This is an optimization exercise on Yosys and OpenROAD, whose aim is small area, a short achievable clock period and few clock cycles per item, not a production implementation.
Function was checked by simulation only, so behaviour that the tests miss may differ from the original.

==> inputs of tundra <==
## pow_stream
module pow_stream #(
  parameter int DATA_W = 32,
  parameter int EXP_W  = 3,
  parameter int ID_W   = 1
) (
  input  logic              clk,
  input  logic              aresetn,
  input  logic              s_tvalid,
  output logic              s_tready,
  input  logic [DATA_W-1:0] s_tdata,
  input  logic [EXP_W-1:0]  s_texp,
  input  logic [ID_W-1:0]   s_tid,
  input  logic              s_tlast,
  output logic              m_tvalid,
  input  logic              m_tready,
  output logic [DATA_W-1:0] m_tdata,
  output logic [ID_W-1:0]   m_tid,
  output logic              m_tlast,
  output logic              m_tovf
);
make LEC_CHECK=0 CAP_MARGIN=5 CORE_MARGIN=2 CORE_UTILIZATION=40 CTS_CLUSTER_DIAMETER=100 CTS_CLUSTER_SIZE=20 SETUP_SLACK_MARGIN=5 SLEW_MARGIN=5 SYNTH_HIERARCHICAL=1 SYNTH_MINIMUM_KEEP_SIZE=0 finish   # period 9.5 ns
run.sh (not shown) runs the stock make flow with config.mk's settings and CLKGATE_MAP_FILE= SYNTH_SCRIPT=/design/flow/synth_recipe.tcl, a recipe that flattens the netlist after the stock synthesis.
==> nickel (differences from tundra) <==
--- a/flow/config.mk
+++ b/flow/config.mk
@@ -6,11 +6,12 @@
 export NUM_CORES = 4
 export LEC_CHECK = 0
-export CAP_MARGIN = 5
+export CAP_MARGIN = 20
 export CORE_MARGIN = 2
-export CORE_UTILIZATION = 40
+export CORE_UTILIZATION = 50
 export CTS_CLUSTER_DIAMETER = 100
 export CTS_CLUSTER_SIZE = 20
+export PLACE_DENSITY = 0.7
 export SETUP_SLACK_MARGIN = 5
-export SLEW_MARGIN = 5
+export SLEW_MARGIN = 20
 export SYNTH_HIERARCHICAL = 1
 export SYNTH_MINIMUM_KEEP_SIZE = 0
==> xenon (differences from tundra) <==
--- a/flow/config.mk
+++ b/flow/config.mk
@@ -6,11 +6,9 @@
 export NUM_CORES = 4
 export LEC_CHECK = 0
-export CAP_MARGIN = 5
+export CAP_MARGIN = 20
 export CORE_MARGIN = 2
 export CORE_UTILIZATION = 40
-export CTS_CLUSTER_DIAMETER = 100
-export CTS_CLUSTER_SIZE = 20
 export SETUP_SLACK_MARGIN = 5
-export SLEW_MARGIN = 5
+export SLEW_MARGIN = 20
 export SYNTH_HIERARCHICAL = 1
 export SYNTH_MINIMUM_KEEP_SIZE = 0
==> notes <==
- In flip-flop and latch count, nickel and xenon do not differ.
- Cell count: nickel < tundra < xenon.
- Between xenon and nickel, the lower worst setup slack is in nickel (gap 0.017 ns).
- In tundra the die area is higher than in nickel, by about 25%.
- Fmax, highest first: xenon, tundra, nickel.
- Core utilization, highest first: nickel, xenon, tundra.
- In area after synthesis, nickel and tundra do not differ.
==> figures <==
|  | tundra | xenon | nickel |
|---|---|---|---|
| Result of the run | finished clean | finished clean | finished clean |
| Top layer in use | met5 | met5 | met4 |
| End-of-flow core utilization | 44.1% | 44.9% | 54.7% |
| Maximum number of pins on one net before global-route repair | 142 | 142 | 159 |
| Global routing usage on met2 | 32.5% | 32.6% | 40.1% |
| Slowest cell on the critical path | sky130_fd_sc_hd__clkdlybuf4s15_1 | sky130_fd_sc_hd__clkdlybuf4s15_1 | sky130_fd_sc_hd__edfxtp_1 |
| Std cell rows | 130 | 130 | 116 |
| Slew Limit Headroom | 17.0% | 18.5% | 18.5% |
| Placed cells | 5377 | 5380 | 5028 |
| Initial cell density of the core | 40.3% | 40.3% | 50.4% |
| Proportion of cell area spent on the clock network | 2.36% | 4.05% | 2.18% |
| Final WL | 120000 um | 121000 um | 115000 um |
| Y dimension of the die | 359 um | 359 um | 322 um |
| Fraction of final layout cells sized beyond drive strength 1 | 17.0% | 17.7% | 16.8% |
| Via count of the first global-routing pass | 32777 | 32931 | 32942 |
| Violation count after the first detailed-routing iteration | 1655 | 1854 | 1963 |
Testbench counts of tundra, summed over its fixed seeds: cycles 8,064, items 8,000.
Testbench counts of nickel, summed over its fixed seeds: cycles 8,064, items 8,000.
Testbench counts of xenon, summed over its fixed seeds: cycles 8,064, items 8,000.


==> inputs of 11-11 <==
Starting RTL as in the previous note.
clock: 9.5 ns
lec_check: 0
cap_margin: 20
core_margin: 2
core_utilization: 40
cts_cluster_diameter: 100
cts_cluster_size: 20
gpl_routability_driven: 0
setup_slack_margin: 5
slew_margin: 20
synth_hierarchical: 1
synth_minimum_keep_size: 0
==> 12-04: changes against 11-11 <==
GPL_ROUTABILITY_DRIVEN = not set   (was 0)
SETUP_SLACK_MARGIN = 0   (was 5)
==> 05-19: changes against 11-11 <==
CAP_MARGIN = 5   (was 20)
CTS_CLUSTER_DIAMETER = 80   (was 100)
CTS_CLUSTER_SIZE = 16   (was 20)
GPL_ROUTABILITY_DRIVEN = not set   (was 0)
PLACE_DENSITY = 0.6   (was not set)
SLEW_MARGIN = 5   (was 20)
==> 01-14: changes against 11-11 <==
GPL_ROUTABILITY_DRIVEN = not set   (was 0)
TNS_END_PERCENT = 5   (was not set)
==> flow_summary.toml <==
[setup_path]
crit_path_end_kind = "flip-flop"
worstSetupStartpointType = "flip-flop"
r2r-end = "r3_lo[44]"

[route]
drt_iter0_drc = 1652
wl_um = 120000

[finish]
nFillCells = 11400
multi_input_area_share = 0.621

[outcome]
status = "complete, no violations"

[timing]
layout_setup_ws_ns = 5.08
slew_headroom = 0.168
rsz0062_at_grt = "no"

[place]
hpwl_um = 82000
(the above is from 05-19)
==> flow_summary.toml <==
[outcome]
status = "complete, no violations"

[setup_path]
r2r-end = "r3_lo[46]"

[timing]
layout_setup_ws_ns = 4.91
slew_headroom = 0.186
rsz0062_at_grt = "yes"

[finish]
multi_input_area_share = 0.623
nFillCells = 11400
nFlopsAndLatches = 512

[route]
wl_um = 121000

[place]
hpwl_um = 82500

[synthesis]
synthesis.instances = 3644
(the above is from 01-14)
==> flow_summary.toml <==
[finish]
nFillCells = 11400

[outcome]
status = "complete, no violations"

[place]
hpwl_um = 82400

[route]
drt_iter0_drc = 1792
wl_um = 120000

[setup_path]
r2r-end = "r3_lo[46]"
worstSetupStartpointType = "input pin"
(the above is from 11-11)
==> flow_summary.toml <==
[timing]
layout_setup_ws_ns = 4.04
slew_headroom = 0.208

[finish]
nFillCells = 11400

[outcome]
status = "complete, no violations"

[place]
hpwl_um = 82000

[route]
drt_iter0_drc = 1662

[setup_path]
r2r-end = "r3_lo[46]"
(the above is from 12-04)
Testbench counts of 11-11, summed over its fixed seeds: cycles 8,064, items 8,000.
Testbench counts of 12-04, summed over its fixed seeds: cycles 8,064, items 8,000.
Testbench counts of 05-19, summed over its fixed seeds: cycles 8,064, items 8,000.
Testbench counts of 01-14, summed over its fixed seeds: cycles 8,064, items 8,000.

[what the ideal ports hide]
Ports are ideal in the flow. The routed layouts listed here were re-timed in OpenROAD.
Step 1 (the two cells are an assumption about what drives the block):
set clk [get_ports {clk}]
set_driving_cell -lib_cell sky130_fd_sc_hd__clkbuf_16 $clk
set_driving_cell -lib_cell sky130_fd_sc_hd__buf_2 [delete_from_list [all_inputs] $clk]
Step 2 times the ports against the registers' clock, not the clock port: input delays grow and output delays shrink by t, the midpoint of the rising clock arrivals with the driver on.
Slacks: no drivers / after step 1 / after step 2; pairs: no drivers / after step 1.
run | shift t [ns] | setup slack, ns | worst setup path at the end | worst register clock-pin slew, ns | pins driven straight from the clock port
tundra | 0.684 | 5.060 / 5.038 / 4.662 | input to register | 0.09 / 0.09 | 1
nickel | 0.664 | 5.044 / 5.044 / 4.630 | input to register | 0.09 / 0.09 | 1
xenon | 0.726 | 5.061 / 5.038 / 4.556 | input to register | 0.07 / 0.07 | 1
11-11 | 0.681 | 5.070 / 5.048 / 4.598 | input to register | 0.09 / 0.09 | 1
12-04 | 0.671 | 4.041 / 4.013 / 3.782 | input to register | 0.09 / 0.09 | 1
05-19 | 0.710 | 5.076 / 5.076 / 4.779 | input to register | 0.08 / 0.08 | 1
01-14 | 0.686 | 4.909 / 4.888 / 4.538 | input to register | 0.09 / 0.09 | 1
After both steps every run listed still meets setup and hold. For xenon, which loses most, drivers alone change the setup slack by -0.023 ns; drivers and shift together by -0.505 ns.
